From an optimization exercise on the open Yosys and OpenROAD flow, aimed at small area, a short achievable clock period and few clock cycles; shortcuts taken in it are not production practice. RTL that was checked went through simulation tests only; none was proved equivalent to the original. For runs 1 to 3, 5 and 6, only the layout was checked, not whether the RTL still works.

--- config.mk ---
export PLATFORM = sky130hd
export DESIGN_NAME = seq_store_top
export DESIGN_NICKNAME = seq_store_top
export VERILOG_FILES = /design/flow/design.v
export SDC_FILE = /design/flow/constraint.sdc
export NUM_CORES = 4
export LEC_CHECK = 0
export CAP_MARGIN = 20
export CORE_MARGIN = 2
export CORE_UTILIZATION = 75
export SETUP_SLACK_MARGIN = 3.3
export SLEW_MARGIN = 20
--- constraint.sdc ---
create_clock -name core_clock -period 6.3 [get_ports {clk_i}]
set_input_delay 1.2600 -clock core_clock [delete_from_list [all_inputs] [get_ports {clk_i}]]
set_output_delay 1.2600 -clock core_clock [all_outputs]
set_load 0.01 [all_outputs]
--- design.v ---
`default_nettype none
package store_pkg;
  localparam int unsigned BUS_NIBBLES = 16;
  localparam int unsigned BUS_BYTES   = 8;
  localparam int unsigned BUS_NB_W    = 4;
  localparam int unsigned SEQ_NIBBLES = 32;
  localparam int unsigned SEQ_NB_W    = 5;
  typedef struct packed {
    logic [SEQ_NIBBLES-1:0][3:0] nb;
    logic [SEQ_NIBBLES-1:0]      en;
  } seq_entry_t;
  typedef struct packed {
    logic [BUS_NB_W-1:0] addr_off;
    logic                is_head;
    logic [BUS_NB_W:0]   lbn;
    logic                is_last;
    logic                is_final;
  } txn_beat_t;
  typedef struct packed {
    logic [7:0] vstart;
    logic [1:0] eew;
  } meta_t;
  typedef struct packed {
    logic [4*BUS_NIBBLES-1:0] data;
    logic [BUS_BYTES-1:0]     strb;
    logic                     last;
  } w_beat_t;
  typedef struct packed {
    logic                load;
    logic [SEQ_NB_W-1:0] load_ptr;
    logic                advance;
    logic [BUS_NB_W:0]   adv_cnt;
    logic                bus_clear;
    logic                seq_clear;
  } cursor_cmd_t;
  typedef struct packed {
    logic [BUS_NB_W:0]   start;
    logic [BUS_NB_W:0]   upper;
    logic [SEQ_NB_W-1:0] seq_ptr;
  } pack_win_t;
endpackage
`default_nettype wire
`timescale 1ns/1ps
`default_nettype none
module seq_store_top (
  input  wire logic                  clk_i,
  input  wire logic                  rst_ni,
  input  wire logic                  rx_deshfu_valid_i,
  output logic                       rx_deshfu_ready_o,
  input  wire store_pkg::seq_entry_t rx_deshfu_i,
  input  wire logic                  txn_valid_i,
  output logic                       txn_ready_o,
  input  wire store_pkg::txn_beat_t  txn_i,
  input  wire logic                  meta_valid_i,
  output logic                       meta_ready_o,
  input  wire store_pkg::meta_t      meta_i,
  output logic                       axi_w_valid_o,
  input  wire logic                  axi_w_ready_i,
  output store_pkg::w_beat_t         axi_w_o
);
  logic        in_req_q;
  logic        hold_q;
  logic [4:0]  ptr_q;
  logic [15:0][3:0] hi_nb_q;
  logic [15:0]      hi_en_q;
  logic        out_valid_q;
  store_pkg::w_beat_t out_q;
  logic        tq_valid_q;
  logic [3:0]  tq_lower_q;
  logic [4:0]  tq_upper_q;
  logic        tq_last_q;
  logic        tq_final_q;
  logic        tn_valid_q;
  logic [3:0]  tn_lower_q;
  logic [4:0]  tn_upper_q;
  logic        tn_last_q;
  logic        tn_final_q;
  logic [4:0]  sum_q;     
  logic        span_q;    
  logic        ge17_q;    
  logic        ge32_q;    
  logic [4:0]  rot_q;     
  logic        mv0_q;
  logic        mv1_q;
  logic [4:0]  moff0_q;
  logic [4:0]  moff1_q;
  logic base;
  logic straddle;
  logic slot_free;
  logic need_x;
  logic step;
  logic capture;
  logic take_x;
  logic fin;
  logic load_meta;
  logic tn_move;
  logic tn_load;
  assign base      = in_req_q && tq_valid_q;
  assign straddle  = !hold_q && span_q;
  assign slot_free = !out_valid_q || axi_w_ready_i;
  assign need_x    = !hold_q || span_q;
  assign fin       = tq_final_q;
  assign capture   = base && straddle && rx_deshfu_valid_i;
  assign step      = base && !straddle && slot_free && (!need_x || rx_deshfu_valid_i);
  assign take_x    = capture || (step && (fin ? need_x : (!hold_q && ge17_q)));
  assign load_meta = mv0_q && (!in_req_q || (step && fin));
  assign tn_move   = step || !tq_valid_q;
  assign tn_load   = txn_valid_i && txn_ready_o;
  assign txn_ready_o       = !tn_valid_q || tn_move;
  assign rx_deshfu_ready_o = (base && straddle)
                             || (base && !straddle && slot_free
                                 && (fin ? need_x : (!hold_q && ge17_q)));
  assign meta_ready_o      = !mv1_q;
  logic [4:0] meta_off;
  logic [4:0] ptr_n;
  always_comb begin
    case (meta_i.eew)
      2'd0:    meta_off = {meta_i.vstart[3:0], 1'b0};
      2'd1:    meta_off = {meta_i.vstart[2:0], 2'b0};
      2'd2:    meta_off = {meta_i.vstart[1:0], 3'b0};
      default: meta_off = {meta_i.vstart[0], 4'b0};
    endcase
  end
  logic [4:0] ptr_c;
  logic [3:0] lower_c;
  logic [4:0] upper_c;
  logic [5:0] sum_a;
  logic [5:0] sum_b;
  logic [5:0] sum_c;
  logic [4:0] rot_a;
  logic [4:0] rot_b;
  logic [4:0] rot_c;
  assign ptr_c   = in_req_q ? ptr_q : moff0_q;
  assign lower_c = tq_valid_q ? tq_lower_q : tn_lower_q;
  assign upper_c = tq_valid_q ? tq_upper_q : tn_upper_q;
  assign sum_a = {1'b0, sum_q} + {1'b0, tn_upper_q} - {2'b0, tn_lower_q};
  assign sum_b = {1'b0, moff0_q} + {1'b0, tn_upper_q} - {2'b0, tn_lower_q};
  assign sum_c = {1'b0, ptr_c} + {1'b0, upper_c} - {2'b0, lower_c};
  assign rot_a = sum_q - {1'b0, tn_lower_q};
  assign rot_b = moff0_q - {1'b0, tn_lower_q};
  assign rot_c = ptr_c - {1'b0, lower_c};
  always_comb begin
    if (step) begin
      ptr_n = fin ? moff0_q : sum_q;
    end else begin
      ptr_n = ptr_c;
    end
  end
  logic [5:0] sum_s;
  logic [4:0] rot_s;
  always_comb begin
    if (step) begin
      sum_s = fin ? sum_b : sum_a;
      rot_s = fin ? rot_b : rot_a;
    end else begin
      sum_s = sum_c;
      rot_s = rot_c;
    end
  end
  always_ff @(posedge clk_i or negedge rst_ni) begin
    if (!rst_ni) begin
      in_req_q   <= 1'b0;
      hold_q     <= 1'b0;
      tq_valid_q <= 1'b0;
      tn_valid_q <= 1'b0;
    end else begin
      if (capture) begin
        hold_q <= 1'b1;
      end else if (step) begin
        if (fin) begin
          hold_q <= 1'b0;
        end else if (hold_q) begin
          hold_q <= !ge32_q;
        end else begin
          hold_q <= ge17_q && !ge32_q;
        end
      end
      if (load_meta) begin
        in_req_q <= 1'b1;
      end else if (step && fin) begin
        in_req_q <= 1'b0;
      end
      if (tn_move) begin
        tq_valid_q <= tn_valid_q;
      end
      if (txn_ready_o) begin
        tn_valid_q <= txn_valid_i;
      end
    end
  end
  always_ff @(posedge clk_i) begin
    ptr_q  <= ptr_n;
    sum_q  <= sum_s[4:0];
    span_q <= step ? (fin ? sum_b > 6'd32 : sum_a > 6'd32) : sum_c > 6'd32;
    ge17_q <= step ? (fin ? sum_b >= 6'd17 : sum_a >= 6'd17) : sum_c >= 6'd17;
    ge32_q <= sum_s[5];
    rot_q  <= rot_s;
    if (tn_move) begin
      tq_lower_q <= tn_lower_q;
      tq_upper_q <= tn_upper_q;
      tq_last_q  <= tn_last_q;
      tq_final_q <= tn_final_q;
    end
    if (tn_load) begin
      tn_lower_q <= txn_i.is_head ? txn_i.addr_off : 4'd0;
      tn_upper_q <= txn_i.is_last ? txn_i.lbn : 5'd16;
      tn_last_q  <= txn_i.is_last;
      tn_final_q <= txn_i.is_final;
    end
  end
  logic meta_push;
  assign meta_push = meta_valid_i && !mv1_q;
  always_ff @(posedge clk_i or negedge rst_ni) begin
    if (!rst_ni) begin
      mv0_q <= 1'b0;
      mv1_q <= 1'b0;
    end else begin
      if (load_meta) begin
        mv0_q <= mv1_q || meta_push;
        mv1_q <= 1'b0;
      end else begin
        mv0_q <= mv0_q || meta_push;
        mv1_q <= mv1_q || (mv0_q && meta_push);
      end
    end
  end
  always_ff @(posedge clk_i) begin
    if (load_meta ? !mv1_q : !mv0_q) begin
      moff0_q <= meta_off;
    end else if (load_meta) begin
      moff0_q <= moff1_q;
    end
    if (meta_push && mv0_q && !load_meta) begin
      moff1_q <= meta_off;
    end
  end
  always_ff @(posedge clk_i) begin
    if (take_x) begin
      for (int j = 0; j < 16; j++) begin
        hi_nb_q[j] <= rx_deshfu_i.nb[16+j];
      end
      hi_en_q <= rx_deshfu_i.en[31:16];
    end
  end
  logic [31:0][4:0] view;
  always_comb begin
    for (int j = 0; j < 32; j++) begin
      if (j >= 17 && hold_q) begin
        view[j] = {hi_en_q[j-16], hi_nb_q[j-16]};
      end else begin
        view[j] = {rx_deshfu_i.en[j], rx_deshfu_i.nb[j]};
      end
    end
  end
  logic [30:0][4:0] r4;
  logic [22:0][4:0] r3;
  logic [18:0][4:0] r2;
  logic [16:0][4:0] r1;
  logic [15:0][4:0] r0;
  always_comb begin
    for (int k = 0; k < 31; k++) r4[k] = rot_q[4] ? view[(k+16)%32] : view[k];
    for (int k = 0; k < 23; k++) r3[k] = rot_q[3] ? r4[k+8] : r4[k];
    for (int k = 0; k < 19; k++) r2[k] = rot_q[2] ? r3[k+4] : r3[k];
    for (int k = 0; k < 17; k++) r1[k] = rot_q[1] ? r2[k+2] : r2[k];
    for (int k = 0; k < 16; k++) r0[k] = rot_q[0] ? r1[k+1] : r1[k];
  end
  logic [15:0][3:0] bus_nb;
  logic [15:0]      bus_en;
  logic [7:0]       bus_strb;
  always_comb begin
    for (int i = 0; i < 16; i++) begin
      if (4'(i) >= tq_lower_q && 5'(i) < tq_upper_q) begin
        bus_nb[i] = r0[i][3:0];
        bus_en[i] = r0[i][4];
      end else begin
        bus_nb[i] = 4'd0;
        bus_en[i] = 1'b0;
      end
    end
    for (int k = 0; k < 8; k++) begin
      bus_strb[k] = bus_en[2*k] | bus_en[2*k+1];
    end
  end
  always_ff @(posedge clk_i or negedge rst_ni) begin
    if (!rst_ni) begin
      out_valid_q <= 1'b0;
    end else if (step) begin
      out_valid_q <= 1'b1;
    end else if (axi_w_ready_i) begin
      out_valid_q <= 1'b0;
    end
  end
  always_ff @(posedge clk_i) begin
    if (step) begin
      out_q.data <= bus_nb;
      out_q.strb <= bus_strb;
      out_q.last <= tq_last_q;
    end
  end
  assign axi_w_valid_o = out_valid_q;
  assign axi_w_o       = out_q;
endmodule
`default_nettype wire
--- flow/run.sh ---
#!/bin/bash
# Standard ORFS layout, with the port buffers inserted as the smallest buffer
# (the resizer still upsizes any that timing needs).
set -euo pipefail
export BUFFER_PORTS_ARGS="-buffer_cell sky130_fd_sc_hd__buf_1"
bash standard.sh finish > standard_flow.log 2>&1
--- standard.sh ---
#!/bin/bash
# synth_recipe.tcl (not shown) runs the flow's synth.tcl, then flattens the netlist and writes it again
# the make line also repeats each setting of config.mk as NAME=value (left out here)
make -C /OpenROAD-flow-scripts/flow DESIGN_CONFIG=/design/flow/config.mk WORK_HOME=/design/flow/orfs CLKGATE_MAP_FILE= SYNTH_SCRIPT=/design/flow/synth_recipe.tcl "${@:-finish}"
==> results of run 1 <==
## area by class of cell
type | count | area, um2
timing repair buffer | 305 | 1490
sequential | 203 | 5900
fill | 904 | 2800
timing repair inverter | 1 | 5.00
clock inverter | 11 | 139
multi-input combinational | 1043 | 9340
clock buffer | 25 | 541
inverter | 83 | 323
tap | 275 | 344
antenna | 3 | 7.51
## worst reg2reg max path: cells and delay by family (launching register included)
family / cells / cell delay [ps]
adders and majority gates: 1 / 420
DFF: 1 / 620
AOI/OAI and AO/OA: 1 / 430
buffers and inverters: 3 / 470
and+or+nand+nor: 3 / 780
## per-stage QoR
| stage | setup slack [ps] | utilization, % |
|---|---|---|
| after floorplan | 2910 | - |
| after global placement | 2570 | 80.1 |
| after detailed placement | 2510 | 80.1 |
| after CTS | 2980 | 85.0 |
| after global routing | 2930 | 86.6 |
| final | 2950 | 86.6 |
## layer usage
layer | track usage (%) | routed length, um | up-vias
met5 | 0 | 0 | -
met4 | 27.3 | 6170 | 0
met2 | 77.6 | 26200 | 2231
met1 | 71.1 | 19300 | 7064
met3 | 18.6 | 13200 | 658
li1 | - | - | 6054
## worst max-delay path by stage
stage | from | to | slack [ps] | depth (start not counted)
6_report | axi_w_ready_i | rx_deshfu_ready_o | 2950 | 6
5_1_grt | axi_w_ready_i | rx_deshfu_ready_o | 2930 | 6
4_1_cts | axi_w_ready_i | rx_deshfu_ready_o | 2980 | 6
3_5_place_dp | rx_deshfu_valid_i | txn_ready_o | 2510 | 5
3_3_place_gp | rx_deshfu_valid_i | txn_ready_o | 2570 | 5
2_1_floorplan | axi_w_ready_i | hi_en_q[10]$_DFFE_PP_ | 2910 | 5
## flip-flops by register name, indices dropped and copies added, names as in the netlist, 4 cells and up
signal      cells
tn_lower_q      4
sum_q           5
hi_en_q        15
moff1_q         4
ptr_q           5
tn_upper_q      5
out_q          73
rot_q           5
tq_lower_q      4
hi_nb_q        60
moff0_q         4
tq_upper_q      5
## synthesized netlist by cell type (11+ instances only)
| cell type | n |
|---|---|
| ha_1 | 28 |
| xnor2_1 | 11 |
| o22ai_1 | 104 |
| mux2_2 | 82 |
| mux4_2 | 110 |
| dfxtp_1 | 18 |
| and2_1 | 15 |
| o21ai_0 | 53 |
| a21oi_1 | 43 |
| o211ai_1 | 17 |
| mux2i_1 | 60 |
| fa_1 | 14 |
| nand3_1 | 22 |
| a22o_1 | 39 |
| a211oi_1 | 19 |
| nor3_1 | 16 |
| nor2_1 | 142 |
| or2_2 | 11 |
| nand2b_1 | 20 |
| buf_2 | 30 |
| nand2_1 | 89 |
| edfxtp_1 | 178 |
| a21o_1 | 14 |
| inv_1 | 81 |
| clkbuf_1 | 51 |
## repair_timing
item	CTS	global route
pin swaps	7	11
hold buffers	0	0
setup endpoints to repair	89	182
resized for setup	40	50
endpoints found under the hold margin	0	0
setup buffers	19	11
cloned	1	2
## cell families (layout without fill, tap and decap cells)
kind of cell / count (synthesis) / count (layout) / synth area share [%]
other: 0 / 3 / 0
AOI/OAI and AO/OA: 371 / 371 / 16.2
buffers and inverters: 191 / 425 / 5.50
xor gates and xnor gates: 15 / 15 / 0.830
DFF: 203 / 203 / 37.2
muxes: 261 / 261 / 26.1
and+or+nand+nor: 352 / 353 / 10.2
adders and majority gates: 43 / 43 / 4.05
==> reports/qor.csv, run 1 <==
stage,metric,value,unit
status,outcome,no timing/DRC/antenna violations,
sta,Slew headroom,37.1,%
floorplan,IO Count,265,
logic_synthesis,largest area contributor in the netlist,edfxtp_1,
setup_path,WS Path Type,primary input to output port,
logic_synthesis,Synth top area share,33.8,%
setup_path,Critical Path End Type,output port,
global_routing,initial antenna violation count,5,
setup_path,Top delay family on crit path,simple AND/OR/NAND/NOR gates,
sta,clk_skew,17.7,ps
detailed_routing,DRC,0,
sta,actual slew at the worst max-slew pin,936,ps
sta,FMAX,299,MHz
logic_synthesis,YS warnings,33,
finish,layout cells sized above 1,21.0,%
finish,Final Non-Filler Cells,1949,
setup_path,RR Endpoint,moff1_q[1]$_DFFE_PP_,
setup_path,maximum single-stage delay on the critical path,210,ps
setup_path,worst-case reg-to-reg path depth,8,
sta,Tmin final,3350,ps
detailed_routing,initial drt markers,4267,
hold_path,Hold Crit Start,tn_final_q$_DFFE_PP_,
sta,hold_ws,434,ps
detailed_routing,routed vias,16000,
placement,port bufs,260,
sta,Final Hold Fails,0,
setup_path,WP data arrival,2090,ps
logic_synthesis,Avg Synthesized Cell Area,11.0,um2
global_routing,number of global-route vias before repair,14400,
clock_network,number of CTS-inserted buffers,21,
logic_synthesis,syn nets,1666,
global_routing,first-pass GRT wire length,87.7,mm
hold_path,worst hold path cell count,0,
sta,pins over their slew limit,0,
logic_synthesis,Cells after Synth,1436,
detailed_routing,DR WL/cell,33.3,um
setup_path,Slowest cell on crit path,nor2b_4,
setup_path,r2r setup slk,3260,ps
finish,most frequent cells in the layout,"buf_1 (256), edfxtp_1 (178), nor2_1 (140)",
setup_path,worst path cell trace,buf_6 > nand2b_4 > nor2b_4 > a21oi_2 > o2bb2ai_2 > buf_2,
floorplan,Core ar.,20900,um2
floorplan,die span in y,149,um
placement,Post-DP Area,16700,um2
sta,Tcrit/Tclk final,53.1,%
clock_network,"Clk Latency, worst-skew pair",530,ps
setup_path,Critical Path RT,5040,ps
finish,NumNets Final,1888,
finish,final instance area,18100,um2
hold_path,Worst Hold Endpoint,tq_final_q$_DFFE_PP_,
floorplan,Die ar.,22300,um2
logic_synthesis,Mapped Area,15800,um2
detailed_routing,Routed Antenna Nets,0,
floorplan,FP Rows,53,
detailed_routing,Final Routed Wirelength,64.8,mm
setup_path,reg2reg start,hold_q$_DFFE_PN0P_,
clock_network,CTS tree,done,
placement,gpl congestion,1.02,
sta,setup TNS,0,ps
detailed_routing,drt via density,8.21,
sta,RSZ-0062 raised after global routing,true,
logic_synthesis,sequential cell area fraction in the yosys report,37.2,%
global_routing,All-Layer GR Usage,53.2,%
logic_synthesis,"EDFF count, synth",178,
setup_path,type of origin of the critical path,primary input,
logic_synthesis,largest cells by area after synthesis,"edfxtp_1 (34%), mux4_2 (16%), mux2_2 (5.8%), o22ai_1 (4.1%), mux2i_1 (3.8%)",
logic_synthesis,Most used DFF post-synth,edfxtp_1,
logic_synthesis,Yosys cell types,73,
detailed_routing,First-pass DRT Iterations,14,
clock_network,CTS root buf,clkbuf_16,
placement,post-DP HPWL,40.2,mm
floorplan,Starting Density,75.7,%
hold_path,Hold WC Path Type,flip-flop to flip-flop,
finish,"most common cell after layout, fill and taps aside",buf_1,
clock_network,"Reg clk slew, reported paths",60,ps
clock_network,Max Root-Sink Buffers,3,
setup_path,WP buf/inv,2,
placement,placed cells,1877,
flow_run,Max Cap Viol,0,
finish,P&R area growth vs syn,14.3,%
logic_synthesis,Synth Register Bits,203,
clock_network,clock tree sinks,203,
global_routing,pin count of the biggest net entering global routing,93,
logic_synthesis,asr flop ratio synth,3.45,%
clock_network,CTS H-tree lvls,1,
floorplan,Die W,149,um
setup_path,crit path max fanout,3,
sta,"Setup violations, final",0,
global_routing,grt total ovfl,0,
==> inputs of run 2 (changes only) <==
==> flow/run.sh (replaced) <==
#!/bin/bash
# Standard ORFS layout, with the port buffers inserted as the smallest buffer
# (the resizer still upsizes any that timing needs), and power recovery after
# global routing, which downsizes gates that are off the critical paths.
set -euo pipefail
export BUFFER_PORTS_ARGS="-buffer_cell sky130_fd_sc_hd__buf_1"
export RECOVER_POWER=100
bash standard.sh finish > standard_flow.log 2>&1
--- a/config.mk
+++ b/config.mk
@@ -7,6 +7,6 @@
 export LEC_CHECK = 0
 export CAP_MARGIN = 20
 export CORE_MARGIN = 2
-export CORE_UTILIZATION = 75
+export CORE_UTILIZATION = 60
 export SETUP_SLACK_MARGIN = 3.3
 export SLEW_MARGIN = 20
==> run 2 against run 1 <==
Now fails the layout checks on capacitance limit, slew limit. Core utilization decreased by 18 points. Non-clock buffer count decreased by 6.
==> reports/qor.csv, run 2 <==
stage,metric,value,unit
status,outcome,failed layout checks,
status,Failed Checks,"capacitance limit, slew limit",
finish,final instance area,17900,um2
floorplan,FP Rows,59,
sta,final worst slack,1900,ps
detailed_routing,initial drt markers,2106,
clock_network,Max Root-Sink Buffers,3,
finish,largest reg by FF count,out_q,
hold_path,Hold Crit Start,tn_final_q$_DFFE_PP_,
detailed_routing,First-pass DRT Iterations,5,
logic_synthesis,Mapped Area,15800,um2
global_routing,All-Layer GR Usage,37.0,%
placement,Post-DP Area,16800,um2
setup_path,WP data arrival,4550,ps
clock_network,CTS root buf,clkbuf_16,
logic_synthesis,"EDFF count, synth",178,
detailed_routing,DR WL/cell,26.4,um
floorplan,die span in y,166,um
logic_synthesis,Most used DFF post-synth,edfxtp_1,
floorplan,Core ar.,26000,um2
sta,clk_skew,19.3,ps
setup_path,r2r setup slk,2100,ps
finish,most frequent cells in the layout,"buf_1 (255), edfxtp_1 (178), nor2_1 (141)",
sta,actual slew at the worst max-slew pin,1890,ps
sta,Tmin final,4400,ps
setup_path,reg2reg start,hold_q$_DFFE_PN0P_,
placement,post-DP HPWL,38.9,mm
global_routing,grt total ovfl,0,
sta,setup TNS,0,ps
sta,RSZ-0062 raised after global routing,true,
detailed_routing,Routed Antenna Nets,0,
logic_synthesis,Cells after Synth,1436,
floorplan,Die ar.,27700,um2
logic_synthesis,Synth Register Bits,203,
setup_path,WP buf/inv,4,
finish,Largest regs,"out_q (73), hi_nb_q (60), hi_en_q (15)",
hold_path,Worst Hold Endpoint,tq_final_q$_DFFE_PP_,
clock_network,clock tree sinks,203,
logic_synthesis,Yosys cell types,73,
finish,P&R area growth vs syn,13.2,%
setup_path,Worst path most repeated cell,clkbuf_1,
global_routing,pin count of the biggest net entering global routing,80,
sta,Final Hold Fails,0,
setup_path,Critical Path End Type,flip-flop,
setup_path,crit path max fanout,11,
detailed_routing,DRC,0,
sta,FMAX,227,MHz
logic_synthesis,sequential cell area fraction in the yosys report,37.2,%
clock_network,"Clk Latency, worst-skew pair",520,ps
setup_path,worst-case reg-to-reg path depth,6,
logic_synthesis,syn nets,1666,
hold_path,Hold WC Path Type,flip-flop to flip-flop,
global_routing,initial antenna violation count,3,
clock_network,CTS tree,done,
setup_path,Critical Path RT,6440,ps
flow_run,Max Cap Viol,2,
finish,layout cells sized above 1,17.2,%
sta,pins over their slew limit,105,
placement,gpl congestion,1.01,
clock_network,number of CTS-inserted buffers,22,
floorplan,IO Count,265,
detailed_routing,routed vias,13900,
setup_path,Slowest cell on crit path,clkinvlp_2,
global_routing,number of global-route vias before repair,12900,
logic_synthesis,largest area contributor in the netlist,edfxtp_1,
finish,Final Non-Filler Cells,2005,
detailed_routing,Final Routed Wirelength,52.9,mm
logic_synthesis,Synth top area share,33.8,%
floorplan,Die W,166,um
placement,port bufs,260,
floorplan,Starting Density,60.9,%
finish,Largest register FFs,73,
clock_network,"Reg clk slew, reported paths",70,ps
logic_synthesis,top-count cell post-synth,edfxtp_1,
sta,Slew headroom,-26.0,%
sta,Tcrit/Tclk final,69.9,%
placement,dpl ws,2510,ps
setup_path,WS Path Type,primary input to flip-flop,
setup_path,maximum single-stage delay on the critical path,660,ps
setup_path,RR Endpoint,out_q[7]$_DFFE_PP_,
logic_synthesis,list of most frequent post-synthesis cells,"edfxtp_1 (178), nor2_1 (142), mux4_2 (110)",
detailed_routing,drt via density,6.95,
setup_path,Top delay family on crit path,buffers and inverters,
clock_network,CTS H-tree lvls,1,
sta,"Setup violations, final",0,
logic_synthesis,Avg Synthesized Cell Area,11.0,um2
logic_synthesis,asr flop ratio synth,3.45,%
setup_path,type of origin of the critical path,primary input,
hold_path,worst hold path cell count,0,
clock_network,"Hold-fix buffers, CTS",0,
finish,"most common cell after layout, fill and taps aside",buf_1,
finish,NumNets Final,1882,
logic_synthesis,YS warnings,33,
global_routing,first-pass GRT wire length,78.7,mm
placement,placed cells,1938,
setup_path,worst path cell trace,buf_1 > nand2b_1 > nor2b_1 > clkbuf_1 > nand2_8 > clkbuf_1 > clkinvlp_2 > a21boi_0 > nand2_1 > nor3b_1,
logic_synthesis,largest cells by area after synthesis,"edfxtp_1 (34%), mux4_2 (16%), mux2_2 (5.8%), o22ai_1 (4.1%), mux2i_1 (3.8%)",
## run 2: routing by layer
layer | up-vias | GRT usage (%) | wire, um
met4 | 0 | 11.8 | 2020
met2 | 1059 | 49.9 | 21400
met3 | 149 | 11.9 | 7930
met1 | 6665 | 56.7 | 21500
li1 | 6057 | - | -
met5 | - | 0 | 0
## run 2: worst register-to-register path: stages, from the launching register on
cell and delay [ps]:
dfrtp_1 630, clkbuf_1 1260, mux2_1 490, mux4_2 540, a22o_1 200, a221oi_1 460
o311ai_0 310
## run 2: layout make-up
type                    instances  area, um2
well taps                     335        419
repair buffers                299       1360
clock buffers                  27        591
flip-flops and latches        203       5890
clock inverters                11        134
multi-input cells            1043       9180
inverters                      83        319
diodes                          4       10.0
fillers                      2025       8070
## run 2: worst max-delay path by stage
stage / startpoint / endpoint / slack, ps / depth (start not counted)
3_5_place_dp: rx_deshfu_valid_i / txn_ready_o / 2510 / 5
3_3_place_gp: rx_deshfu_valid_i / txn_ready_o / 2530 / 5
5_1_grt: axi_w_ready_i / moff1_q[4]$_DFFE_PP_ / 1630 / 10
6_report: axi_w_ready_i / moff1_q[3]$_DFFE_PP_ / 1900 / 10
2_1_floorplan: axi_w_ready_i / hi_en_q[10]$_DFFE_PP_ / 2910 / 5
4_1_cts: rx_deshfu_valid_i / txn_ready_o / 3040 / 5
## run 2: per-stage QoR
stage | utilization (%) | hold WS (ps)
floorplan | - | 400
global route | 68.9 | 431
global placement | 64.7 | 405
CTS | 68.5 | 424
detailed placement | 64.7 | 406
finish | 68.9 | 425
## run 2: kinds of logic (layout without fill, tap and decap cells)
family,after synthesis,count (layout),synth area share (%)
AND/OR/NAND/NOR,352,353,10.2
multiplexers,261,261,26.1
flip-flops,203,203,37.2
buffers and inverters,191,420,5.50
other,0,4,0
AO/OA/AOI/OAI,371,371,16.2
adder cells (fa/ha/maj),43,43,4.05
XOR/XNOR,15,15,0.830
## run 2: timing repair
action | in CTS | in global routing
endpoints found under the setup margin | 144 | 74
cloned | 1 | 1
buffers inserted | 15 | 8
resized for setup | 32 | 28
pin swaps | 3 | 2
==> inputs of run 3 (changes only) <==
--- a/design.v
+++ b/design.v
@@ -106,10 +106,23 @@
   assign load_meta = mv0_q && (!in_req_q || (step && fin));
   assign tn_move   = step || !tq_valid_q;
   assign tn_load   = txn_valid_i && txn_ready_o;
-  assign txn_ready_o       = !tn_valid_q || tn_move;
-  assign rx_deshfu_ready_o = (base && straddle)
-                             || (base && !straddle && slot_free
-                                 && (fin ? need_x : (!hold_q && ge17_q)));
+  logic ready_go;     
+  logic ready_free;   
+  logic rx_pre_a;
+  logic rx_pre_b;
+  logic tx_pre_a;
+  logic tx_pre_b;
+  assign ready_go   = base && !straddle;
+  assign ready_free = !need_x;
+  assign rx_pre_a   = (base && straddle)
+                      || (ready_go && !out_valid_q && (fin ? need_x : (!hold_q && ge17_q)));
+  assign rx_pre_b   = ready_go && (fin ? need_x : (!hold_q && ge17_q));
+  assign tx_pre_a   = !tn_valid_q || !tq_valid_q;
+  assign tx_pre_b   = tn_valid_q && tq_valid_q && ready_go;
+  assign txn_ready_o       = tx_pre_a
+                             || (tx_pre_b && (!out_valid_q || axi_w_ready_i)
+                                 && (ready_free || rx_deshfu_valid_i));
+  assign rx_deshfu_ready_o = rx_pre_a || (rx_pre_b && axi_w_ready_i);
   assign meta_ready_o      = !mv1_q;
   logic [4:0] meta_off;
   logic [4:0] ptr_n;
==> flow/run.sh (replaced) <==
#!/bin/bash
# Standard ORFS layout, with the port buffers inserted as the smallest buffer
# (the resizer still upsizes any that timing needs).
set -euo pipefail
export BUFFER_PORTS_ARGS="-buffer_cell sky130_fd_sc_hd__buf_1"
bash standard.sh finish > standard_flow.log 2>&1
==> run 3 against run 2 <==
Now clean on timing, DRC and antenna. Critical path type is now flip-flop to output port. Critical endpoint is now rx_deshfu_ready_o. Cell count is 7.0% higher. Sequential share of layout area is 0.44 points lower. Routed wire length is 2.9% higher. Non-clock buffer count is 12 higher.
==> reports/qor.csv, run 3 <==
stage,metric,value,unit
status,outcome,no timing/DRC/antenna violations,
logic_synthesis,asr flop ratio synth,3.45,%
detailed_routing,routed vias,14600,
sta,FMAX,306,MHz
finish,most frequent cells in the layout,"buf_1 (255), mux2i_1 (190), edfxtp_1 (178)",
setup_path,Critical Path End Type,output port,
logic_synthesis,syn nets,1804,
global_routing,grt total ovfl,0,
hold_path,Hold Crit Start,tn_final_q$_DFFE_PP_,
detailed_routing,DR WL/cell,25.4,um
logic_synthesis,sequential cell area fraction in the yosys report,37.8,%
floorplan,die span in y,165,um
logic_synthesis,Avg Synthesized Cell Area,9.88,um2
placement,port bufs,260,
setup_path,worst-case reg-to-reg path depth,13,
clock_network,"Hold-fix buffers, CTS",0,
detailed_routing,DRC,0,
detailed_routing,drt via density,6.79,
detailed_routing,initial drt markers,2071,
sta,"Setup violations, final",0,
logic_synthesis,Cells after Synth,1574,
setup_path,reg2reg start,tq_valid_q$_DFFE_PN0P_,
clock_network,CTS tree,done,
logic_synthesis,Synth top area share,34.4,%
setup_path,WP data arrival,2010,ps
logic_synthesis,YS warnings,33,
global_routing,first-pass GRT wire length,79.6,mm
sta,hold_ws,402,ps
hold_path,Hold WC Path Type,flip-flop to flip-flop,
logic_synthesis,largest cells by area after synthesis,"edfxtp_1 (34%), mux2i_1 (13%), mux2_2 (5.9%), o22ai_1 (3.9%), mux4_2 (3.8%)",
floorplan,Core ar.,25300,um2
finish,post-layout util,71.8,%
flow_run,Max Cap Viol,0,
finish,Largest regs,"out_q (73), hi_nb_q (60), hi_en_q (15)",
logic_synthesis,list of most frequent post-synthesis cells,"mux2i_1 (200), edfxtp_1 (178), nor2_1 (145)",
finish,Largest register FFs,73,
detailed_routing,First-pass DRT Iterations,6,
logic_synthesis,largest area contributor in the netlist,edfxtp_1,
logic_synthesis,Most used DFF post-synth,edfxtp_1,
logic_synthesis,Synth Register Bits,203,
setup_path,Critical Path RT,5040,ps
setup_path,RR Endpoint,span_q$_DFF_P_,
floorplan,IO Count,265,
finish,Multi-input gate area,9130,um2
clock_network,"Clk Latency, worst-skew pair",530,ps
logic_synthesis,"EDFF count, synth",178,
placement,gpl congestion,1.04,
sta,actual slew at the worst max-slew pin,1100,ps
sta,clk_skew,15.7,ps
global_routing,pin count of the biggest net entering global routing,77,
finish,layout cells sized above 1,15.2,%
floorplan,Die W,165,um
global_routing,initial antenna violation count,1,
hold_path,worst hold path cell count,0,
sta,Tcrit/Tclk final,51.9,%
logic_synthesis,Yosys cell types,69,
floorplan,Die ar.,27200,um2
floorplan,FP Rows,58,
finish,sequential cell area,5900,um2
sta,pins over their slew limit,0,
placement,post-DP HPWL,39.4,mm
setup_path,Critical Path Source,hold_q$_DFFE_PN0P_,
logic_synthesis,top-count cell post-synth,mux2i_1,
clock_network,Max Root-Sink Buffers,3,
clock_network,CTS H-tree lvls,1,
finish,fill cell count,1848,
floorplan,Starting Density,61.4,%
finish,NumNets Final,2028,
finish,P&R area growth vs syn,16.9,%
sta,setup TNS,0,ps
sta,RSZ-0062 raised after global routing,true,
clock_network,number of CTS-inserted buffers,23,
clock_network,"Reg clk slew, reported paths",70,ps
setup_path,r2r setup slk,3110,ps
finish,ant diodes,0,
sta,Slew headroom,26.6,%
clock_network,clock tree sinks,203,
finish,largest reg by FF count,out_q,
logic_synthesis,Mapped Area,15600,um2
clock_network,CTS root buf,clkbuf_16,
global_routing,number of global-route vias before repair,13300,
finish,"most common cell after layout, fill and taps aside",buf_1,
sta,Tmin final,3270,ps
setup_path,crit path max fanout,7,
hold_path,Worst Hold Endpoint,tq_final_q$_DFFE_PP_,
sta,Final Hold Fails,0,
detailed_routing,Routed Antenna Nets,0,
setup_path,WS Path Type,flip-flop to output port,
setup_path,type of origin of the critical path,flip-flop,
global_routing,All-Layer GR Usage,38.5,%
detailed_routing,Final Routed Wirelength,54.4,mm
-- run 3: changes by cell type after synthesis, moves of 9 or more --
cell | previous run | this run
buf_2 | 30 | 39
a21oi_1 | 43 | 72
o21ai_0 | 53 | 75
mux4_2 | 110 | 26
nand2_1 | 89 | 113
mux2i_1 | 60 | 200
-- run 3: routing by layer --
| metal | wire, um | up-vias | part of all wire (%) | GRT usage (%) |
|---|---|---|---|---|
| met5 | 13 | - | 0.024 | 0 |
| met4 | 2260 | 2 | 4.2 | 13.4 |
| met3 | 5770 | 133 | 11 | 7.21 |
| met2 | 24600 | 956 | 45 | 60.6 |
| met1 | 21800 | 7059 | 40 | 53.6 |
| li1 | - | 6415 | - | - |
-- run 3: worst max-delay path, cell delays in order (launching register included) --
cell and delay (ps):
dfrtp_4 560, clkbuf_4 220, buf_4 150, nor3_2 220, a21oi_2 60, nor2_2 140, buf_2 140
-- run 3: area by class of cell --
class | count | share of cell area (%)
multi-input cells | 1172 | 50.2
repair buffers | 311 | 8.47
clock inverters | 19 | 1.57
flip-flops and latches | 203 | 32.5
clock buffers | 23 | 3.17
well taps | 330 | 2.27
inverters | 87 | 1.85
-- run 3: cells by family (layout without fill, tap and decap cells) --
logic type / Yosys count / in the layout / share of synthesized area (%)
adders and majority gates: 42 / 42 / 4.05
buffers and inverters: 199 / 440 / 5.33
AOI/OAI and AO/OA: 426 / 426 / 18.3
xor gates and xnor gates: 17 / 17 / 0.957
muxes: 309 / 309 / 22.7
DFF: 203 / 203 / 37.8
and+or+nand+nor: 378 / 378 / 10.8
-- run 3: how the worst max path moves through the flow --
stage / endpoint / depth (start not counted)
final: rx_deshfu_ready_o / 6
after global routing: out_q[16]$_SDFFCE_PN0P_ / 7
after CTS: rx_deshfu_ready_o / 7
after detailed placement: moff1_q[2]$_DFFE_PP_ / 8
after global placement: out_q[16]$_SDFFCE_PN0P_ / 8
after floorplan: span_q$_DFF_P_ / 13
-- run 3: repair_timing --
action                     4_1_cts  5_1_grt
cloned                           0        1
buffers inserted                23       13
setup endpoints to repair      152       52
resized for setup               51       39
pin swaps                       13       19
-- run 3: through the flow --
stage / instances / setup WS [ps] / area (um2)
after floorplan: 1574 / 3140 / 15600
after global placement: 2066 / 2480 / 16600
after global routing: 2145 / 2990 / 18200
after CTS: 2131 / 3060 / 17900
after detailed placement: 2066 / 2450 / 16600
final: 2145 / 3030 / 18200
==> inputs of run 4 (changes only) <==
--- a/design.v
+++ b/design.v
@@ -60,6 +60,7 @@
 );
   logic        in_req_q;
   logic        hold_q;
+  logic        view_hold_q;   
   logic [4:0]  ptr_q;
   logic [15:0][3:0] hi_nb_q;
   logic [15:0]      hi_en_q;
@@ -174,6 +175,7 @@
     if (!rst_ni) begin
       in_req_q   <= 1'b0;
       hold_q     <= 1'b0;
+      view_hold_q <= 1'b0;
       tq_valid_q <= 1'b0;
       tn_valid_q <= 1'b0;
     end else begin
@@ -188,6 +190,11 @@
           hold_q <= ge17_q && !ge32_q;
         end
       end
+      if (capture) begin
+        view_hold_q <= 1'b1;
+      end else if (step) begin
+        view_hold_q <= !fin && !ge32_q && (view_hold_q || ge17_q);
+      end
       if (load_meta) begin
         in_req_q <= 1'b1;
       end else if (step && fin) begin
@@ -258,7 +265,7 @@
   logic [31:0][4:0] view;
   always_comb begin
     for (int j = 0; j < 32; j++) begin
-      if (j >= 17 && hold_q) begin
+      if (j >= 17 && view_hold_q) begin
         view[j] = {hi_en_q[j-16], hi_nb_q[j-16]};
       end else begin
         view[j] = {rx_deshfu_i.en[j], rx_deshfu_i.nb[j]};
==> run 4 against run 3 <==
Still clean. Global-route usage down 2.8 points. Worst setup slack better by 39 ps. Clock skew up 5.6 ps. Sequential share of layout area up 1.0 points. Core utilization down 1.5 points. Area after synthesis down 0.93%. Maximum frequency up 1.2%. Critical path type is now primary input to output port. Highest routed layer is now met4.
==> reports/qor.csv, run 4 <==
stage,metric,value,unit
status,outcome,no timing/DRC/antenna violations,
sta,RSZ-0062 raised after global routing,true,
flow_run,Max Cap Viol,0,
logic_synthesis,syn nets,1617,
clock_network,clock tree sinks,204,
finish,fill cell count,1925,
detailed_routing,Metal-1 WL,20.6,mm
finish,"most common cell after layout, fill and taps aside",buf_1,
clock_network,"Clk Latency, worst-skew pair",540,ps
finish,Largest regs,"out_q (73), hi_nb_q (60), hi_en_q (15)",
finish,sequential cell area,5920,um2
detailed_routing,initial drt markers,1780,
sta,actual slew at the worst max-slew pin,1160,ps
finish,post-layout util,70.2,%
logic_synthesis,Yosys cell types,67,
placement,port bufs,260,
finish,largest reg by FF count,out_q,
global_routing,All-Layer GR Usage,35.7,%
finish,NumNets Final,1839,
setup_path,crit path max fanout,4,
global_routing,number of global-route vias before repair,12200,
logic_synthesis,Mapped Area,15400,um2
floorplan,Die ar.,27000,um2
detailed_routing,First-pass DRT Iterations,5,
sta,"Setup violations, final",0,
detailed_routing,Routed Antenna Nets,0,
logic_synthesis,asr flop ratio synth,3.92,%
sta,clk_skew,21.3,ps
detailed_routing,Final Routed Wirelength,48.6,mm
setup_path,Worst path most repeated cell,nand2_1,
finish,layout cells sized above 1,18.8,%
logic_synthesis,Synth top area share,34.7,%
floorplan,FP Rows,58,
global_routing,pin count of the biggest net entering global routing,87,
setup_path,Critical Path End Type,output port,
finish,P&R area growth vs syn,14.8,%
clock_network,"Hold-fix buffers, CTS",0,
setup_path,Slowest cell on crit path,a22oi_2,
logic_synthesis,"EDFF count, synth",178,
logic_synthesis,sequential cell area fraction in the yosys report,38.3,%
setup_path,WS Path Type,primary input to output port,
logic_synthesis,Avg Synthesized Cell Area,11.1,um2
hold_path,Hold WC Path Type,flip-flop to flip-flop,
sta,Tmin final,3230,ps
sta,Slew headroom,20.4,%
detailed_routing,drt via density,6.86,
sta,Final Hold Fails,0,
logic_synthesis,list of most frequent post-synthesis cells,"edfxtp_1 (178), nor2_1 (130), mux2i_1 (99)",
sta,FMAX,309,MHz
setup_path,type of origin of the critical path,primary input,
setup_path,worst path cell trace,buf_1 > nand2b_4 > nand2_1 > nand2_1 > a22oi_2 > nor2_2 > buf_2,
logic_synthesis,Synth Register Bits,204,
finish,Multi-input gate area,8890,um2
placement,post-DP HPWL,36.0,mm
detailed_routing,Max Used Layer,met4,
sta,Tcrit/Tclk final,51.3,%
detailed_routing,DRC,0,
clock_network,"Reg clk slew, reported paths",60,ps
floorplan,Core ar.,25200,um2
setup_path,WP data arrival,1970,ps
logic_synthesis,Most used DFF post-synth,edfxtp_1,
finish,Largest register FFs,73,
clock_network,CTS H-tree lvls,1,
floorplan,IO Count,265,
clock_network,Max Root-Sink Buffers,3,
logic_synthesis,Cells after Synth,1387,
clock_network,CTS root buf,clkbuf_16,
logic_synthesis,largest cells by area after synthesis,"edfxtp_1 (35%), mux4_2 (14%), mux2i_1 (6.4%), mux2_2 (6.1%), o22ai_1 (3.7%)",
global_routing,initial antenna violation count,1,
sta,setup TNS,0,ps
floorplan,Die W,164,um
finish,most frequent cells in the layout,"buf_1 (257), edfxtp_1 (178), nor2_1 (128)",
logic_synthesis,YS warnings,33,
detailed_routing,DR WL/cell,24.8,um
logic_synthesis,top-count cell post-synth,edfxtp_1,
detailed_routing,routed vias,13400,
setup_path,maximum single-stage delay on the critical path,160,ps
floorplan,die span in y,164,um
detailed_routing,met2 routed wirelength,19.5,mm
logic_synthesis,largest area contributor in the netlist,edfxtp_1,
detailed_routing,WL met3,6.70,mm
sta,pins over their slew limit,0,
clock_network,CTS tree,done,
global_routing,grt total ovfl,0,
floorplan,Starting Density,61.2,%
global_routing,first-pass GRT wire length,72.8,mm
clock_network,number of CTS-inserted buffers,22,
setup_path,Critical Path RT,5040,ps
placement,gpl congestion,0.992,
[run 4: what timing repair did]
| action | CTS | global route |
|---|---|---|
| gates cloned | 1 | 0 |
| buffers inserted | 6 | 16 |
| pin swaps | 3 | 10 |
| setup endpoints to repair | 81 | 37 |
| resized for setup | 28 | 32 |
[run 4: routing by layer]
metal | track usage, % | up-vias
li1 | - | 5887
met1 | 55.0 | 6420
met2 | 48.6 | 996
met3 | 10.0 | 120
met4 | 11.1 | 0
met5 | 0 | -
[run 4: per-stage QoR]
| stage | hold WS [ps] | cells | worst slack [ps] | area, um2 |
|---|---|---|---|---|
| floorplan | 400 | 1387 | 2850 | 15500 |
| global placement | 403 | 1892 | 2730 | 16500 |
| detailed placement | 410 | 1892 | 2700 | 16500 |
| CTS | 425 | 1939 | 3110 | 17400 |
| global route | 431 | 1955 | 3030 | 17700 |
| finish | 424 | 1956 | 3070 | 17700 |
[run 4: kinds of logic (layout without fill, tap and decap cells)]
kind of cell / after synthesis / count (layout) / synth area share, %
compound gates: 364 / 364 / 16.5
xor+xnor: 15 / 15 / 0.853
fa+ha+maj: 42 / 42 / 4.09
buf+inv: 184 / 422 / 4.97
flops: 204 / 204 / 38.3
mux: 280 / 280 / 26.6
other cells: 0 / 1 / 0
simple gates: 298 / 298 / 8.70
[run 4: worst max-delay path, delay by kind of cell]
kind	cells	cell delay (ps)
compound gates	1	160
simple gates	4	350
buf+inv	2	210
[run 4: layout make-up]
| type | count | share of cell area (%) |
|---|---|---|
| clock inverter | 15 | 1.01 |
| inverter | 82 | 1.85 |
| timing repair inverter | 1 | 0.0283 |
| tap | 330 | 2.33 |
| clock buffer | 25 | 3.18 |
| antenna | 1 | 0.0141 |
| sequential | 204 | 33.5 |
| multi-input combinational | 999 | 50.3 |
| timing repair buffer | 299 | 7.80 |
[run 4: final timing paths]
kind | start | to | slack, ps | cells after the start
max in group asynchronous | rst_ni | tq_valid_q$_DFFE_PN0P_ | 5290 | 1
min in group asynchronous | rst_ni | view_hold_q$_DFFE_PN0P_ | 660 | 1
hold / removal | tn_last_q$_DFFE_PP_ | tq_last_q$_DFFE_PP_ | 420 | 0
setup / recovery | axi_w_ready_i | rx_deshfu_ready_o | 3070 | 7
setup reg to reg | view_hold_q$_DFFE_PN0P_ | out_q[6]$_DFFE_PP_ | 3300 | 7
hold reg to reg | tn_last_q$_DFFE_PP_ | tq_last_q$_DFFE_PP_ | 420 | 0
Testbench counts of run 4, summed over its fixed seeds: cycles 8,613.
==> inputs of run 5 (changes only) <==
--- a/design.v
+++ b/design.v
@@ -68,12 +68,12 @@
   store_pkg::w_beat_t out_q;
   logic        tq_valid_q;
   logic [3:0]  tq_lower_q;
-  logic [4:0]  tq_upper_q;
+  logic [4:0]  tq_cnt_q;
   logic        tq_last_q;
   logic        tq_final_q;
   logic        tn_valid_q;
   logic [3:0]  tn_lower_q;
-  logic [4:0]  tn_upper_q;
+  logic [4:0]  tn_cnt_q;
   logic        tn_last_q;
   logic        tn_final_q;
   logic [4:0]  sum_q;     
@@ -137,7 +137,7 @@
   end
   logic [4:0] ptr_c;
   logic [3:0] lower_c;
-  logic [4:0] upper_c;
+  logic [4:0] cnt_c;
   logic [5:0] sum_a;
   logic [5:0] sum_b;
   logic [5:0] sum_c;
@@ -146,10 +146,10 @@
   logic [4:0] rot_c;
   assign ptr_c   = in_req_q ? ptr_q : moff0_q;
   assign lower_c = tq_valid_q ? tq_lower_q : tn_lower_q;
-  assign upper_c = tq_valid_q ? tq_upper_q : tn_upper_q;
-  assign sum_a = {1'b0, sum_q} + {1'b0, tn_upper_q} - {2'b0, tn_lower_q};
-  assign sum_b = {1'b0, moff0_q} + {1'b0, tn_upper_q} - {2'b0, tn_lower_q};
-  assign sum_c = {1'b0, ptr_c} + {1'b0, upper_c} - {2'b0, lower_c};
+  assign cnt_c   = tq_valid_q ? tq_cnt_q : tn_cnt_q;
+  assign sum_a = {1'b0, sum_q} + {1'b0, tn_cnt_q};
+  assign sum_b = {1'b0, moff0_q} + {1'b0, tn_cnt_q};
+  assign sum_c = {1'b0, ptr_c} + {1'b0, cnt_c};
   assign rot_a = sum_q - {1'b0, tn_lower_q};
   assign rot_b = moff0_q - {1'b0, tn_lower_q};
   assign rot_c = ptr_c - {1'b0, lower_c};
@@ -217,13 +217,14 @@
     rot_q  <= rot_s;
     if (tn_move) begin
       tq_lower_q <= tn_lower_q;
-      tq_upper_q <= tn_upper_q;
+      tq_cnt_q   <= tn_cnt_q;
       tq_last_q  <= tn_last_q;
       tq_final_q <= tn_final_q;
     end
     if (tn_load) begin
       tn_lower_q <= txn_i.is_head ? txn_i.addr_off : 4'd0;
-      tn_upper_q <= txn_i.is_last ? txn_i.lbn : 5'd16;
+      tn_cnt_q   <= (txn_i.is_last ? txn_i.lbn : 5'd16)
+                    - {1'b0, txn_i.is_head ? txn_i.addr_off : 4'd0};
       tn_last_q  <= txn_i.is_last;
       tn_final_q <= txn_i.is_final;
     end
@@ -284,12 +285,14 @@
     for (int k = 0; k < 17; k++) r1[k] = rot_q[1] ? r2[k+2] : r2[k];
     for (int k = 0; k < 16; k++) r0[k] = rot_q[0] ? r1[k+1] : r1[k];
   end
+  logic [4:0]       tq_upper;
   logic [15:0][3:0] bus_nb;
+  assign tq_upper = {1'b0, tq_lower_q} + tq_cnt_q;
   logic [15:0]      bus_en;
   logic [7:0]       bus_strb;
   always_comb begin
     for (int i = 0; i < 16; i++) begin
-      if (4'(i) >= tq_lower_q && 5'(i) < tq_upper_q) begin
+      if (4'(i) >= tq_lower_q && 5'(i) < tq_upper) begin
         bus_nb[i] = r0[i][3:0];
         bus_en[i] = r0[i][4];
       end else begin
==> run 5 against run 4 <==
Register-to-register slack worse by 20 ps. Design area increased by 4.2%. Highest routed layer unchanged. Clock skew decreased by 9.9 ps. Core utilization up 0.47 points. Die area increased by 3.4%. Still clean on timing, DRC and antenna. Via count down 0.19%. Global-route usage is 0.29 points higher. Worst hold slack hardly changed.
==> reports/qor.csv, run 5 <==
stage,metric,value,unit
logic_synthesis,Avg Synthesized Cell Area,11.9,um2
logic_synthesis,syn nets,1564,
setup_path,WP data arrival,2110,ps
sta,FMAX,297,MHz
sta,RSZ-0062 raised after global routing,true,
global_routing,grt total ovfl,0,
flow_run,Max Cap Viol,0,
detailed_routing,routed vias,13400,
setup_path,Critical Path End Type,output port,
setup_path,WS Path Type,primary input to output port,
finish,Multi-input gate area,9730,um2
sta,Tcrit/Tclk final,53.5,%
placement,placed cells,1849,
logic_synthesis,Mapped Area,15900,um2
finish,NumNets Final,1788,
detailed_routing,First-pass DRT Iterations,6,
clock_network,number of CTS-inserted buffers,24,
clock_network,"Clk Latency, worst-skew pair",530,ps
floorplan,die span in y,167,um
clock_network,"Hold-fix buffers, CTS",0,
setup_path,WP depth,6,
detailed_routing,DRC,0,
logic_synthesis,post-synthesis compound-gate area fraction,13.4,%
setup_path,Worst path most repeated cell,nand3_4,
hold_path,worst hold path cell count,0,
setup_path,WP buf/inv,2,
logic_synthesis,Cells after Synth,1339,
global_routing,All-Layer GR Usage,36.0,%
detailed_routing,Routed Antenna Nets,0,
placement,post-DP HPWL,37.8,mm
placement,port bufs,260,
logic_synthesis,xor-xnor portion of the synthesized cell area,0.989,%
setup_path,worst path cell trace,buf_1 > nand2b_4 > nand3_4 > or3_4 > nand3_4 > buf_6,
setup_path,Top delay family on crit path,simple AND/OR/NAND/NOR gates,
floorplan,Starting Density,61.2,%
sta,pins over their slew limit,0,
setup_path,type of origin of the critical path,primary input,
global_routing,number of global-route vias before repair,12700,
finish,sequential cell area,5930,um2
floorplan,Core ar.,26100,um2
setup_path,Critical Path RT,5040,ps
logic_synthesis,largest cells by area after synthesis,"edfxtp_1 (34%), mux4_2 (17%), mux2i_1 (9.4%), mux2_2 (7.8%), o22ai_1 (2.8%)",
finish,largest reg by FF count,out_q,
sta,"Setup violations, final",0,
logic_synthesis,largest family of logic cells by synthesized area,multiplexers,
global_routing,initial antenna violation count,4,
setup_path,Slowest cell on crit path,or3_4,
logic_synthesis,top-count cell post-synth,edfxtp_1,
logic_synthesis,Yosys cell types,69,
finish,layout cells sized above 1,24.1,%
floorplan,FP Rows,59,
logic_synthesis,Adder-Cell Fraction of Synth Area,3.23,%
status,outcome,no timing/DRC/antenna violations,
logic_synthesis,asr flop ratio synth,3.92,%
finish,Final Non-Filler Cells,1921,
setup_path,worst-case reg-to-reg path depth,7,
logic_synthesis,YS warnings,33,
clock_network,clock tree sinks,204,
placement,dpl ws,2300,ps
detailed_routing,Final Routed Wirelength,51.5,mm
placement,Post-DP Area,17100,um2
placement,gpl congestion,0.996,
global_routing,pin count of the biggest net entering global routing,86,
finish,Largest regs,"out_q (73), hi_nb_q (60), hi_en_q (15)",
sta,Final Hold Fails,0,
logic_synthesis,sequential cell area fraction in the yosys report,37.0,%
floorplan,IO Count,265,
sta,actual slew at the worst max-slew pin,886,ps
sta,Tmin final,3370,ps
logic_synthesis,Most used DFF post-synth,edfxtp_1,
logic_synthesis,Synth Register Bits,204,
clock_network,CTS H-tree lvls,1,
logic_synthesis,post-synthesis simple-gate area fraction,7.10,%
detailed_routing,drt via density,6.97,
finish,post-layout util,70.7,%
finish,P&R area growth vs syn,15.6,%
finish,final instance area,18400,um2
clock_network,Max Root-Sink Buffers,3,
sta,setup TNS,0,ps
setup_path,maximum single-stage delay on the critical path,370,ps
finish,"most common cell after layout, fill and taps aside",buf_1,
clock_network,"Reg clk slew, reported paths",70,ps
logic_synthesis,list of most frequent post-synthesis cells,"edfxtp_1 (178), mux2i_1 (149), mux4_2 (122)",
detailed_routing,initial drt markers,1855,
finish,most frequent cells in the layout,"buf_1 (258), edfxtp_1 (178), mux2i_1 (146)",
logic_synthesis,Synth top area share,33.5,%
clock_network,CTS root buf,clkbuf_16,
detailed_routing,DR WL/cell,26.8,um
finish,Largest register FFs,73,
hold_path,Hold WC Path Type,flip-flop to flip-flop,
clock_network,CTS tree,done,
floorplan,Die ar.,27900,um2
logic_synthesis,"EDFF count, synth",178,
finish,fill cell count,1918,
sta,clk_skew,11.4,ps
logic_synthesis,largest area contributor in the netlist,edfxtp_1,
global_routing,first-pass GRT wire length,76.9,mm
sta,Slew headroom,40.8,%
logic_synthesis,post-synthesis mux area share,34.5,%
setup_path,crit path max fanout,3,
floorplan,Die W,167,um
sta,final worst slack,2930,ps
run 5: changes by cell type after synthesis, moves of 10 or more:
cell      before  now
clkbuf_1      51   39
a22oi_1       24    8
nand2_1       79   51
nor2b_1        4   14
mux4_2        94  122
inv_1         78   29
mux2i_1       99  149
a21oi_1       43   56
a22o_1        49   13
nor2_1       130  110
mux2_2        84  110
buf_2         30   42
o22ai_1       91   72
run 5: final cells by class:
type,count,share of cell area (%)
Clock inverter,16,0.917
Timing Repair Buffer,298,7.39
Clock buffer,28,3.57
Sequential cell,204,32.2
Tap cell,335,2.28
Inverter,34,0.822
Antenna cell,5,0.0679
Multi-Input combinational cell,1001,52.8
run 5: final timing paths:
| check | endpoint | slack [ps] | from |
|---|---|---|---|
| worst min register to register | tq_last_q$_DFFE_PP_ | 420 | tn_last_q$_DFFE_PP_ |
| max in group asynchronous | tq_valid_q$_DFFE_PN0P_ | 5210 | rst_ni |
| min in group asynchronous | mv0_q$_DFF_PN0_ | 680 | rst_ni |
| worst max register to register | out_q[8]$_DFFE_PN_ | 3280 | rot_q[3]$_DFF_P_ |
| worst min-delay path | tq_last_q$_DFFE_PP_ | 420 | tn_last_q$_DFFE_PP_ |
| worst max-delay path | txn_ready_o | 2930 | axi_w_ready_i |
run 5: per-layer routing:
metal | global-route usage (%) | wire (um) | up-vias
li1 | - | - | 5830
met4 | 8.85 | 1350 | 0
met5 | 0.174 | 0 | -
met3 | 12.4 | 7270 | 96
met2 | 48.9 | 21400 | 919
met1 | 55.2 | 21500 | 6552
run 5: cells by family (layout without fill, tap and decap cells):
logic type                 count (synthesis)  after routing
buffers and inverters                    135            376
AOI/OAI and AO/OA                        315            315
other                                      0              5
adders and majority gates                 37             37
DFF                                      204            204
xor gates and xnor gates                  18             18
and+or+nand+nor                          248            249
muxes                                    382            382
run 5: repair_timing:
| item | CTS | global route |
|---|---|---|
| endpoints found under the setup margin | 243 | 124 |
| gates cloned | 1 | 0 |
| buffers inserted | 12 | 10 |
| resized for setup | 49 | 28 |
| pin swaps | 3 | 3 |
run 5: through the flow:
step	hold slack [ps]
finish	424
CTS	428
detailed placement	422
global route	430
global placement	403
floorplan	400
==> inputs of run 6 (changes only) <==
--- a/design.v
+++ b/design.v
@@ -82,9 +82,7 @@
   logic        ge32_q;    
   logic [4:0]  rot_q;     
   logic        mv0_q;
-  logic        mv1_q;
   logic [4:0]  moff0_q;
-  logic [4:0]  moff1_q;
   logic base;
   logic straddle;
   logic slot_free;
@@ -124,7 +122,7 @@
                              || (tx_pre_b && (!out_valid_q || axi_w_ready_i)
                                  && (ready_free || rx_deshfu_valid_i));
   assign rx_deshfu_ready_o = rx_pre_a || (rx_pre_b && axi_w_ready_i);
-  assign meta_ready_o      = !mv1_q;
+  assign meta_ready_o      = !mv0_q || load_meta;
   logic [4:0] meta_off;
   logic [4:0] ptr_n;
   always_comb begin
@@ -229,30 +227,16 @@
       tn_final_q <= txn_i.is_final;
     end
   end
-  logic meta_push;
-  assign meta_push = meta_valid_i && !mv1_q;
   always_ff @(posedge clk_i or negedge rst_ni) begin
     if (!rst_ni) begin
       mv0_q <= 1'b0;
-      mv1_q <= 1'b0;
-    end else begin
-      if (load_meta) begin
-        mv0_q <= mv1_q || meta_push;
-        mv1_q <= 1'b0;
-      end else begin
-        mv0_q <= mv0_q || meta_push;
-        mv1_q <= mv1_q || (mv0_q && meta_push);
-      end
+    end else if (meta_ready_o) begin
+      mv0_q <= meta_valid_i;
     end
   end
   always_ff @(posedge clk_i) begin
-    if (load_meta ? !mv1_q : !mv0_q) begin
+    if (meta_ready_o) begin
       moff0_q <= meta_off;
-    end else if (load_meta) begin
-      moff0_q <= moff1_q;
-    end
-    if (meta_push && mv0_q && !load_meta) begin
-      moff1_q <= meta_off;
     end
   end
   always_ff @(posedge clk_i) begin
==> run 6 against run 5 <==
Global-route usage is 2.7 points higher. Design area is 2.5% lower. Routed wire length is 4.0% higher. Critical path depth is 1 higher. Sequential share of layout area hardly changed. Area after synthesis is 1.6% lower. Synthesized cell count is 1.9% higher. Worst setup slack worse by 150 ps. Register-to-register slack hardly changed. Die area is 1.5% lower. Clock-buffer cell count is 10 lower.
==> reports/qor.csv, run 6 <==
stage,metric,value,unit
detailed_routing,initial drt markers,2031,
sta,RSZ-0062 raised after global routing,true,
sta,Final Hold Fails,0,
detailed_routing,Metal-1 WL,20.8,mm
sta,FMAX,285,MHz
finish,largest reg by FF count,out_q,
setup_path,Critical Path End Type,output port,
logic_synthesis,sequential cell area fraction in the yosys report,36.7,%
global_routing,first-pass GRT wire length,81.2,mm
logic_synthesis,largest area contributor in the netlist,edfxtp_1,
detailed_routing,First-pass DRT Iterations,6,
status,outcome,no timing/DRC/antenna violations,
logic_synthesis,Avg Synthesized Cell Area,11.5,um2
finish,"most common cell after layout, fill and taps aside",buf_1,
clock_network,clock tree sinks,199,
global_routing,pin count of the biggest net entering global routing,80,
logic_synthesis,Synth Register Bits,199,
clock_network,"Reg clk slew, reported paths",90,ps
placement,port bufs,260,
clock_network,"Clk Latency, worst-skew pair",460,ps
logic_synthesis,asr flop ratio synth,3.52,%
detailed_routing,routed vias,13700,
sta,Slew headroom,37.1,%
floorplan,Starting Density,60.7,%
finish,layout cells sized above 1,20.5,%
logic_synthesis,"EDFF count, synth",174,
logic_synthesis,Yosys cell types,71,
finish,post-layout util,69.5,%
finish,Largest register FFs,73,
clock_network,number of CTS-inserted buffers,17,
setup_path,type of origin of the critical path,primary input,
floorplan,Die ar.,27500,um2
setup_path,WS Path Type,primary input to output port,
detailed_routing,Max Used Layer,met4,
placement,post-DP HPWL,39.5,mm
hold_path,Hold WC Path Type,flip-flop to flip-flop,
detailed_routing,Routed Antenna Nets,0,
sta,clk_skew,18.0,ps
global_routing,number of global-route vias before repair,13200,
sta,Tcrit/Tclk final,55.8,%
clock_network,Max Root-Sink Buffers,2,
floorplan,FP Rows,59,
detailed_routing,DR WL/cell,27.7,um
placement,gpl congestion,1.11,
logic_synthesis,Mapped Area,15700,um2
finish,NumNets Final,1811,
floorplan,die span in y,166,um
sta,pins over their slew limit,0,
logic_synthesis,largest cells by area after synthesis,"edfxtp_1 (33%), mux4_2 (17%), mux2i_1 (6.8%), mux2_2 (4.8%), nor2_1 (3.4%)",
sta,"Setup violations, final",0,
global_routing,All-Layer GR Usage,38.7,%
flow_run,Max Cap Viol,0,
detailed_routing,Final Routed Wirelength,53.6,mm
clock_network,CTS tree,done,
sta,actual slew at the worst max-slew pin,938,ps
floorplan,IO Count,265,
logic_synthesis,Synth top area share,33.3,%
detailed_routing,met2 routed wirelength,23.3,mm
logic_synthesis,list of most frequent post-synthesis cells,"edfxtp_1 (174), nor2_1 (144), mux4_2 (119)",
logic_synthesis,Most used DFF post-synth,edfxtp_1,
global_routing,initial antenna violation count,3,
floorplan,Die W,166,um
clock_network,CTS root buf,clkbuf_16,
sta,setup TNS,0,ps
setup_path,crit path max fanout,3,
clock_network,CTS H-tree lvls,4,
detailed_routing,DRC,0,
sta,Tmin final,3510,ps
setup_path,WP data arrival,2250,ps
global_routing,grt total ovfl,0,
logic_synthesis,YS warnings,33,
logic_synthesis,syn nets,1590,
finish,most frequent cells in the layout,"buf_1 (257), edfxtp_1 (174), nor2_1 (141)",
logic_synthesis,top-count cell post-synth,edfxtp_1,
floorplan,Core ar.,25800,um2
setup_path,Critical Path RT,5040,ps
clock_network,"Hold-fix buffers, CTS",0,
detailed_routing,WL met3,6.78,mm
finish,Largest regs,"out_q (73), hi_nb_q (60), hi_en_q (15)",
logic_synthesis,Cells after Synth,1365,
finish,P&R area growth vs syn,14.5,%
detailed_routing,drt via density,7.08,
run 6: per-stage QoR:
stage          cell area [um2]  setup WS, ps  std cells  hold WS (ps)
3_3_place_gp             16700          1880       1872           401
6_report                 18000          2790       1936           425
2_1_floorplan            15700          1910       1365           400
5_1_grt                  18000          2760       1936           451
4_1_cts                  17800          2730       1930           426
3_5_place_dp             16700          1870       1872           405
run 6: worst paths after layout:
check | start | endpoint | slack (ps) | depth (start not counted)
setup / recovery | axi_w_ready_i | txn_ready_o | 2790 | 7
hold / removal | tn_final_q$_DFFE_PP_ | tq_final_q$_DFFE_PP_ | 430 | 0
setup reg to reg | rot_q[4]$_DFF_P_ | out_q[4]$_DFFE_PP_ | 3290 | 7
hold reg to reg | tn_final_q$_DFFE_PP_ | tq_final_q$_DFFE_PP_ | 430 | 0
max in group asynchronous | rst_ni | view_hold_q$_DFFE_PN0P_ | 5280 | 1
min in group asynchronous | rst_ni | mv0_q$_DFFE_PN0P_ | 690 | 1
run 6: logic make-up after synthesis:
kind of cell             after synthesis  share of synthesized area [%]
AO/OA/AOI/OAI                        336                           14.8
XOR/XNOR                              20                           1.12
adder cells (fa/ha/maj)               37                           3.28
buffers and inverters                142                           4.31
flip-flops                           199                           36.7
multiplexers                         329                           31.4
AND/OR/NAND/NOR                      302                           8.42
run 6: layout make-up:
cell class,instances,area (um2)
diodes,2,5.00
clock buffers,18,429
clock inverters,14,154
fillers,1940,7870
inverters,41,180
multi-input cells,1025,9560
flip-flops and latches,199,5780
well taps,335,419
repair buffers,301,1430
repair inverters,1,5.00
run 6: routing by layer:
layer,GRT usage [%],up-vias
met4,18.0,0
li1,-,5879
met1,54.1,6653
met5,0,-
met3,10.1,159
met2,57.1,1016
run 6: worst max-delay path, cell delays in order:
cell,delay [ps]
buf_1,70
nand2b_4,130
nand3_4,70
or3_4,390
buf_8,140
nand3_4,80
buf_6,100
run 6: timing repair:
action                                  in CTS  in global routing
gates resized for setup                     55                 32
endpoints found under the setup margin     200                 90
pin swaps                                    3                  6
cloned                                       2                  0
endpoints found under the hold margin        0                  0
buffers inserted                            24                  4

==> afterwards: timing with drivers on the ports <==
The flow's constraints put no driver on any port. The routed layouts listed below were extracted and timed again, unchanged, in two steps. Step 1 sets driving cells, clkbuf_16 on the clock port and buf_2 on the other inputs (assumed; they add their load-dependent delay and slew). Step 2 adds t to the input delays and takes it off the output delays; t is the mean of the earliest and latest rising clock arrival at the registers after step 1. Input paths then give back, and output paths get back, about the clock's delay inside the block. a / b / c = ideal ports / drivers / drivers and shift; a / b = the first two.
run | shift t [ns] | slack for setup (ns) | worst setup path after step 2 | clock arrival spread, ns | worst register clock-pin slew, ns
run 1 | 0.569 | 2.953 / 2.888 / 2.526 | input to register | 0.018 / 0.018 | 0.07 / 0.07
run 2 | 0.562 | 1.895 / 1.925 / 1.363 | input to register | 0.022 / 0.022 | 0.07 / 0.07
run 3 | 0.567 | 3.027 / 2.978 / 2.489 | input to register | 0.017 / 0.017 | 0.07 / 0.07
run 4 | 0.583 | 3.066 / 3.047 / 2.813 | input to register | 0.022 / 0.021 | 0.07 / 0.07
run 5 | 0.576 | 2.931 / 2.905 / 2.815 | input to register | 0.015 / 0.014 | 0.07 / 0.07
run 6 | 0.503 | 2.785 / 2.764 / 2.764 | input to output | 0.018 / 0.018 | 0.09 / 0.09
The setup slack of run 3, which loses most, moves by -0.049 ns with the drivers and by -0.538 ns with both steps.
